What follows belongs to an exercise in optimizing a design on an open flow for small area; a production flow would make more cautious choices. Where RTL was checked, it was by simulation tests only, not by an equivalence proof against the original. Power and IR drop assume default switching activity.

Setup of 09-24:
==> module state_buffer, before the edit <==
module state_buffer
#(
	parameter int LANES = perm_pkg::LANES_DEFAULT
) (
	input  wire              clk,
	input  wire              rst,
	input  wire              wr_en,
	input  wire noc_pkg::byte_t       wr_byte,
	output logic             full,
	input  wire              stopin,
	output logic             pushin,
	output logic             firstin,
	output perm_pkg::lane_t            din
);
	localparam int ROW_W = $clog2(LANES);
	noc_pkg::byte_t    col_n [perm_pkg::LANE_BYTES][LANES];  
	perm_pkg::lane_t   head_n;
	logic              pushin_n;
	logic [ROW_W-1:0]  row;
	logic [2:0]        pos;
	logic              accept;
	logic              drain_step;
	logic              shift;
	logic              row_last;
	assign accept     = wr_en && !full;
	assign drain_step = full && !stopin;
	assign row_last   = (row == ROW_W'(LANES - 1));
	assign shift = drain_step && (row != '0);
	always_ff @(posedge clk) begin
		for (int c = 0; c < perm_pkg::LANE_BYTES; c++) begin
			if (shift || (accept && pos == 3'(c))) begin
				for (int p = 0; p < LANES - 1; p++)
					col_n[c][p] <= col_n[c][p + 1];
				col_n[c][LANES - 1] <= ~wr_byte;
			end
		end
	end
	always_comb begin
		for (int b = 0; b < perm_pkg::LANE_BYTES; b++)
			head_n[8*b +: 8] = col_n[b][0];
	end
	always_ff @(posedge clk or posedge rst) begin
		if (rst) begin
			full <= 1'b0;
			row  <= '0;
			pos  <= '0;
		end else if (accept) begin
			pos <= pos + 1'b1;
			if (pos == 3'd7) begin
				row <= row_last ? '0 : row + 1'b1;
				full <= row_last;
			end
		end else if (drain_step) begin
			row <= row_last ? '0 : row + 1'b1;
			full <= !row_last;  
		end
	end
	always_ff @(posedge clk or posedge rst) begin
		if (rst)
			pushin_n <= 1'b1;
		else
			pushin_n <= !drain_step;
	end
	assign pushin = !pushin_n;
	assign firstin = pushin && (row == ROW_W'(1));
	assign din     = ~(head_n | {(perm_pkg::LANE_BYTES*8){pushin_n}});
endmodule
clock: 5.0 ns
lec_check: 0
cap_margin: 20
core_margin: 2
core_utilization: 70
cts_cluster_diameter: 100
cts_cluster_size: 25
place_density: 0.8
slew_margin: 20
run.sh (not shown) runs the stock make flow with config.mk's settings and CLKGATE_MAP_FILE= SYNTH_SCRIPT=/design/flow/synth_recipe.tcl, a recipe that flattens the netlist after the stock synthesis.
## Diff of input files: 08-01 against 09-24
-- flow/design.v --
<<< 09-24, line 253
	assign pushin = !pushin_n;
	assign firstin = pushin && (row == ROW_W'(1));
	assign din     = ~(head_n | {(perm_pkg::LANE_BYTES*8){pushin_n}});
endmodule
`default_nettype wire
>>> 08-01, line 253
	assign pushin = !pushin_n;
	assign firstin = pushin && (row == ROW_W'(1));
	assign din     = ~(head_n | {$bits(din){pushin_n}});
endmodule
`default_nettype wire
==> run notes <==
- Re post-route fraction of the period consumed by the critical path: no difference whatsoever between 08-01 and 09-24.
- Number of antenna violations at the first check in global routing: 09-24 vs 08-01 — no meaningful difference
- Comparing 09-24 against 08-01, there is no change at all in overall global routing resource usage.
- From 08-01 to 09-24, hold slack did not move at all.
- Diff 09-24..08-01 | count of cells resized by post-cts repair | unchanged
- Sum of met3 wire segment lengths after detailed routing: 08-01 vs 09-24 identical
Function not checked in 08-01: the RTL went through the layout flow alone.

========
## v6
noc_perm_bridge, a different RTL version from the one above (not shown whole).
For scale: roughly 87 I/O pins, about 0.069 sq mm of cells after synthesis.
==> module state_buffer, before the edit <==
module state_buffer
#(
	parameter int LANES = perm_pkg::LANES_DEFAULT,
	localparam int LANE_W = $clog2(LANES + 1)
) (
	input  wire              clk,
	input  wire              rst,
	input  wire              wr_en,
	input  wire noc_pkg::byte_t       wr_byte,
	output logic             full,
	output logic             drain_load,
	output logic             drain_step,
	input  wire [LANE_W-1:0] lane_count,
	input  wire              stopin,
	output logic             pushin,
	output logic             firstin,
	output perm_pkg::lane_t            din
);
	localparam int TOTAL  = LANES * perm_pkg::LANE_BYTES;
	localparam int FILL_W = $clog2(TOTAL + 1);
	noc_pkg::byte_t    mem [TOTAL];  
	perm_pkg::lane_t   lane_rd;
	logic [FILL_W-1:0] fill;
	logic [LANE_W-1:0] lane_idx;
	logic              accept;
	logic              draining;
	assign full   = (fill == FILL_W'(TOTAL));
	assign accept = wr_en && !full;
	assign drain_load = accept && (fill == FILL_W'(TOTAL - 1));  
	assign draining   = full && (lane_count != '0);
	assign drain_step = draining && !stopin;
	assign lane_idx   = LANE_W'(LANES) - lane_count;
	always_comb begin
		for (int b = 0; b < perm_pkg::LANE_BYTES; b++)
			lane_rd[8*b +: 8] = mem[lane_idx * perm_pkg::LANE_BYTES + b];
	end
	always_ff @(posedge clk) begin
		if (accept)
			mem[fill] <= wr_byte;
	end
	always_ff @(posedge clk or posedge rst) begin
		if (rst) begin
			fill <= '0;
		end else if (accept) begin
			fill <= fill + 1'b1;
		end else if (drain_step && lane_count == LANE_W'(1)) begin
			fill <= '0;  
		end
	end
	always_ff @(posedge clk or posedge rst) begin
		if (rst) begin
			pushin  <= 1'b0;
			firstin <= 1'b0;
			din     <= '0;
		end else begin
			pushin  <= drain_step;
			firstin <= drain_step && (lane_count == LANE_W'(LANES));
			din     <= drain_step ? lane_rd : '0;
		end
	end
endmodule
make LEC_CHECK=0 CAP_MARGIN=20 CORE_MARGIN=2 CORE_UTILIZATION=40 SLEW_MARGIN=20 finish   # period 5.0 ns
Setup changes, v6 to v7
diff --git a/flow/design.v b/flow/design.v
--- a/flow/design.v
+++ b/flow/design.v
@@ -214,29 +214,34 @@
 	output logic             firstin,
 	output perm_pkg::lane_t            din
 );
 	localparam int TOTAL  = LANES * perm_pkg::LANE_BYTES;
 	localparam int FILL_W = $clog2(TOTAL + 1);
-	noc_pkg::byte_t    mem [TOTAL];  
-	perm_pkg::lane_t   lane_rd;
+	noc_pkg::byte_t    col [perm_pkg::LANE_BYTES][LANES];  
+	perm_pkg::lane_t   head;
 	logic [FILL_W-1:0] fill;
-	logic [LANE_W-1:0] lane_idx;
 	logic              accept;
 	logic              draining;
+	logic              shift;
 	assign full   = (fill == FILL_W'(TOTAL));
 	assign accept = wr_en && !full;
 	assign drain_load = accept && (fill == FILL_W'(TOTAL - 1));  
 	assign draining   = full && (lane_count != '0);
 	assign drain_step = draining && !stopin;
-	assign lane_idx   = LANE_W'(LANES) - lane_count;
+	assign shift = drain_step && (lane_count != LANE_W'(LANES));
+	always_ff @(posedge clk) begin
+		for (int c = 0; c < perm_pkg::LANE_BYTES; c++) begin
+			if (shift || (accept && fill[2:0] == 3'(c))) begin
+				for (int p = 0; p < LANES - 1; p++)
+					col[c][p] <= col[c][p + 1];
+				col[c][LANES - 1] <= wr_byte;
+			end
+		end
+	end
 	always_comb begin
 		for (int b = 0; b < perm_pkg::LANE_BYTES; b++)
-			lane_rd[8*b +: 8] = mem[lane_idx * perm_pkg::LANE_BYTES + b];
-	end
-	always_ff @(posedge clk) begin
-		if (accept)
-			mem[fill] <= wr_byte;
+			head[8*b +: 8] = col[b][0];
 	end
 	always_ff @(posedge clk or posedge rst) begin
 		if (rst) begin
 			fill <= '0;
 		end else if (accept) begin
@@ -247,17 +252,16 @@
 	end
 	always_ff @(posedge clk or posedge rst) begin
 		if (rst) begin
 			pushin  <= 1'b0;
 			firstin <= 1'b0;
-			din     <= '0;
 		end else begin
 			pushin  <= drain_step;
 			firstin <= drain_step && (lane_count == LANE_W'(LANES));
-			din     <= drain_step ? lane_rd : '0;
 		end
 	end
+	assign din = pushin ? head : '0;
 endmodule
 `default_nettype wire
 `timescale 1ns/1ps
 `default_nettype none
 module noc_resp_tx
Findings:
- Lower global routing usage on met2 was reported by v7, not v6.
- Taking v6 as the reference, in v7 wire length per cell after detailed routing shrank by 14 um; vias after detailed routing now smaller; clock sink count dropped 64; logic depth of the worst register-to-register path +1.
- Going from v6 to v7, combinational gate power -about 90%, number of standard cells in the layout, taps in and fillers out shrank by 29%, wire length fell by 63%, core area now smaller, minimum setup slack in the final design shows an increase of 200 ps.
- | core utilization | higher: v7 |
- Critical path capture point: u_buf.mem[77][1] -> v6, u_buf.col[175][4] -> v7
- The final reports for v7 and v6 show mux contribution to synthesized area lower in the former.
- The power share of the sequential group of v7 exceeds that of v6 by 11 points.

==> separate check: timing with driven ports <==
In the flow no input, the clock included, has a driving cell. The finished layouts below were timed again as built, in two steps.
Step 1 (the two cells are an assumption about what drives the block):
set clk [get_ports {clk}]
set_driving_cell -lib_cell sky130_fd_sc_hd__clkbuf_16 $clk
set_driving_cell -lib_cell sky130_fd_sc_hd__buf_2 [delete_from_list [all_inputs] $clk]
Step 2 also shifts input and output timing later by t, the mid clock arrival at the registers, as if the neighbouring blocks saw the same clock.
Three values: ideal ports, drivers, drivers and shift; two values: the first two.
| run | t, ns | slack for setup (ns) | worst setup path at the end | worst slew at a driven data input, ns |
|---|---|---|---|---|
| 09-24 | 0.710 | 1.187 / 1.119 / 1.481 | register to register | 0.05 |
| 08-01 | 0.710 | 1.187 / 1.119 / 1.481 | register to register | 0.05 |
| v6 | 0.863 | 1.188 / 1.188 / 1.154 | input to register | 0.07 |
| v7 | 0.792 | 1.388 / 1.388 / 1.129 | input to register | 0.06 |
After both steps setup and hold are still met in every run listed. The setup slack of v7, which loses most, moves by 0.000 ns with the drivers and by -0.259 ns with both steps.
